From an optimization exercise on the open Yosys and OpenROAD flow, aimed at small area, a short achievable clock period and few clock cycles; shortcuts taken in it are not production practice. In this exercise RTL edits were held to simulation tests only and were not proved equivalent to the original. Power figures rest on the tool's default switching activity, not on a simulated workload.

Setup of run 1:
Design expression_lexer_core, start of the top module:
module expression_lexer_core #(
  parameter int MAX_NAME_CHARS = 8,
  parameter int LINE_BITS      = 16
) (
  input  logic        clk,
  input  logic        rst_n,
  input  logic        in_valid,
  output logic        in_stall,
  input  logic [7:0]  in_char_code,
  input  logic        in_end_of_source,
  output logic        out_valid,
  input  logic        out_stall,
  output logic [3:0]  out_token_kind,
  output logic [30:0] out_number_value,
  output logic [63:0] out_name_chars,
  output logic [3:0]  out_name_length,
  output logic        out_name_truncated,
  output logic        out_number_overflow,
  output logic [15:0] out_line_number,
  output logic        out_last_of_run
);
export LEC_CHECK = 0
export ABC_AREA = 1
export CAP_MARGIN = 20
export CORE_MARGIN = 2
export CORE_UTILIZATION = 65
export SETUP_SLACK_MARGIN = 4.2
export SLEW_MARGIN = 20
create_clock -name core_clock -period 7.0 [get_ports {clk}]
standard.sh (not shown) runs the stock make flow with config.mk's settings and CLKGATE_MAP_FILE= SYNTH_SCRIPT=/design/flow/synth_recipe.tcl, a recipe that flattens the netlist after the stock synthesis.
==> flow/flow/run.sh <==
#!/bin/bash
# Standard synthesis unchanged, then the standard layout with every port
# buffered by a buf_2 (instead of the delay buffer buffer_ports picks).
set -euo pipefail
bash standard.sh synth > synth.log 2>&1
bash standard.sh "BUFFER_PORTS_ARGS=-buffer_cell sky130_fd_sc_hd__buf_2" finish > layout.log 2>&1
Testbench counts of run 1, summed over its fixed seeds: cycles 24,069.
Input-level comparison between run 2 and run 1:
-- flow/config.mk --
<<< run 1, line 11
export CORE_UTILIZATION = 65
>>> run 2, line 11
export CORE_UTILIZATION = 40
export CTS_BUF_LIST = sky130_fd_sc_hd__clkbuf_8
<<< run 1, line 14
>>> run 2, line 15
export TNS_END_PERCENT = 5
==> comparison <==
Of run 2 and run 1, it is run 2 that has the lower layout overhead on the synthesized area. Final-layout clock buffer total for run 2: 1 down relative to run 1. Changes observed in run 2 relative to run 1: final weighted congestion of routability-driven global placement down 6.3%; final-layout non-clock buffer area share lower. The slowest library cell on the worst path comes out sky130_fd_sc_hd__edfxtp_1 in one run and sky130_fd_sc_hd__dfxtp_1 in the other, namely in run 1 and run 2 respectively. Number of detailed-route iterations in the first pass: lower on run 1. On non-clock buffer count: run 2 sits below run 1. Run 2 against run 1: total leakage power now sits lower, wire length of the first global-routing pass rose by about 4.3%. Run 1 vs run 2, worst setup path startpoint: o_num_r$_DFFE_PN_ vs x_r[8]$_DFF_P_. Run 2 ends up with a worst hold slack that is 0.0069 ns lower than in run 1. STATUS total power: run 2 wins against run 1.
Relative to run 2, the following input files were edited for run 3:
-- flow/config.mk --
<<< run 2, line 11
export CORE_UTILIZATION = 40
>>> run 3, line 11
export CORE_UTILIZATION = 50
<<< run 2, line 15
export TNS_END_PERCENT = 5
>>> run 3, line 15
## What came out
Delta (run 3 minus run 2): sequential share of cell area level, detailed-routed wire length on met2 rose 0.78%. Run 3 -> run 2: combinational power flat. The estimated power of run 3 ends up higher than the estimate for run 2. Run 2 has higher switching power share of the total than run 3. Compare run 2 and run 3 | largest incremental delay on the critical path lower: run 3. On synthesized cell count, run 2 and run 3 are neck and neck. [run 3] peak clock frequency supported by timing rose about 3.2% relative to run 2.


expression_lexer_core again, from the RTL that the note above started with.
==> flow/config.mk <==
export PLATFORM = sky130hd
export DESIGN_NAME = expression_lexer_core
export DESIGN_NICKNAME = expression_lexer_core
export VERILOG_FILES = /design/flow/design.v
export SDC_FILE = /design/flow/constraint.sdc
export NUM_CORES = 4
export LEC_CHECK = 0
export ABC_AREA = 1
export CAP_MARGIN = 20
export CORE_MARGIN = 2
export CORE_UTILIZATION = 40
export CTS_BUF_LIST = sky130_fd_sc_hd__clkbuf_8
export PLACE_DENSITY = 0.8
export SETUP_SLACK_MARGIN = 4.2
export SLEW_MARGIN = 20
==> flow/constraint.sdc <==
create_clock -name core_clock -period 7.0 [get_ports {clk}]
set_input_delay 1.4000 -clock core_clock [delete_from_list [all_inputs] [get_ports {clk}]]
set_output_delay 1.4000 -clock core_clock [all_outputs]
set_load 0.01 [all_outputs]
Scripts as last shown in full above: flow/flow/run.sh
Testbench counts at the start, summed over its fixed seeds: cycles 24,069.
Rerun with:
--- a/flow/config.mk
+++ b/flow/config.mk
@@ -13 +12,0 @@
-export PLACE_DENSITY = 0.8
The new run completed with no timing, DRC or antenna violations.
Final cell count is about the same.
First-iteration DRC count decreases by a quarter to a third.
Worst setup slack gets better by 76 ps.
Critical path depth decreases by 1.
Routed wire length increases slightly.
Core utilization decreases by 0.76 points.
Clock-buffer cell count does not change.
Clock skew increases by 5.3 ps.
Non-clock buffer count increases by 5.
Via count decreases by a few percent.
Total power decreases by a few percent.
Rerun with:
--- a/flow/config.mk
+++ b/flow/config.mk
@@ -12 +12 @@
-export CTS_BUF_LIST = sky130_fd_sc_hd__clkbuf_8
+export CTS_BUF_LIST = sky130_fd_sc_hd__clkbuf_4 sky130_fd_sc_hd__clkbuf_8
The changed run completed without violations.
Fmax is about the same.
Area after synthesis stays the same.
Worst setup slack stays flat.
Global-route usage is unchanged.
Routed wire length is about the same.
Sequential power stays flat.
Clock power increases by about 0.8%.
Total power hardly moves.
Utilization stays flat.
Rerun with:
--- a/flow/config.mk
+++ b/flow/config.mk
@@ -12 +11,0 @@
-export CTS_BUF_LIST = sky130_fd_sc_hd__clkbuf_4 sky130_fd_sc_hd__clkbuf_8
After rerunning: First-iteration DRC count goes up by 7.6%. Worst setup slack gains 53 ps. Global-route usage barely changes. Final area goes up by 1.3%. Core utilization goes up by 0.60 points. Synthesized cell count is unchanged. Power goes up by 6.1%.
Rerun with:
--- a/flow/config.mk
+++ b/flow/config.mk
@@ -12 +12,2 @@
-export SETUP_SLACK_MARGIN = 4.2
+export CTS_BUF_LIST = sky130_fd_sc_hd__clkbuf_8
+export SETUP_SLACK_MARGIN = 4.1
First-iteration DRC count increases by 3.2%.
Cell area is lower by 2.3%.
Total power fell by 4.1%.
Global-route usage grows by 0.70 points.
Routed wire length is higher by 2.9%.
Hold slack gets better by 10 ps.
Sequential power is about the same.
Clock skew hardly moves.
Core utilization decreases by 1.1 points.
Rerun with:
--- a/flow/config.mk
+++ b/flow/config.mk
@@ -12,2 +12 @@
-export CTS_BUF_LIST = sky130_fd_sc_hd__clkbuf_8
-export SETUP_SLACK_MARGIN = 4.1
+export SETUP_SLACK_MARGIN = 3.9
Power rose by 5.2%; maximum frequency fell by 3.4%; critical path depth rose by 7; first-iteration DRC count fell by 16%; die area stays the same; combinational power fell by about 2%; clock power rose by 38%.

re-timing with driven ports:
How much do the figures lean on ideal ports? The routed layouts below were timed once more, with nothing changed but the port constraints. Step 1, drivers: a clkbuf_16 drives clk and a buf_2 each remaining input, both assumed. Step 2 times the ports against the registers' clock, not the clock port: input delays grow and output delays shrink by t, the midpoint of the rising clock arrivals with the driver on. Slacks: no drivers / after step 1 / after step 2; pairs: no drivers / after step 1.
| run | shift t [ns] | setup WS [ns] | latest minus earliest clock arrival (ns) | worst slew at a driven data input, ns | cell pins on the clock port's net |
|---|---|---|---|---|---|
| run 1 | 0.461 | 4.238 / 4.196 / 3.861 | 0.012 / 0.013 | 0.03 | 1 |
| run 2 | 0.495 | 4.155 / 4.114 / 3.698 | 0.015 / 0.016 | 0.03 | 1 |
| run 3 | 0.490 | 4.244 / 4.205 / 3.840 | 0.015 / 0.016 | 0.03 | 1 |
| the first run of note 2 | 0.495 | 4.170 / 4.134 / 3.830 | 0.012 / 0.012 | 0.04 | 1 |
| the second run of note 2 | 0.496 | 4.246 / 4.205 / 3.946 | 0.015 / 0.016 | 0.03 | 1 |
| the third run of note 2 | 0.497 | 4.246 / 4.205 / 3.948 | 0.014 / 0.014 | 0.03 | 1 |
| the fourth run of note 2 | 0.462 | 4.299 / 4.253 / 3.953 | 0.013 / 0.012 | 0.03 | 1 |
| the fifth run of note 2 | 0.482 | 4.139 / 4.098 / 3.909 | 0.013 / 0.013 | 0.03 | 1 |
| the sixth run of note 2 | 0.469 | 4.037 / 4.037 / 3.809 | 0.014 / 0.015 | 0.03 | 1 |
After both steps setup and hold are still met in every run listed. For run 2, which loses most, drivers alone change the setup slack by -0.041 ns; drivers and shift together by -0.457 ns.
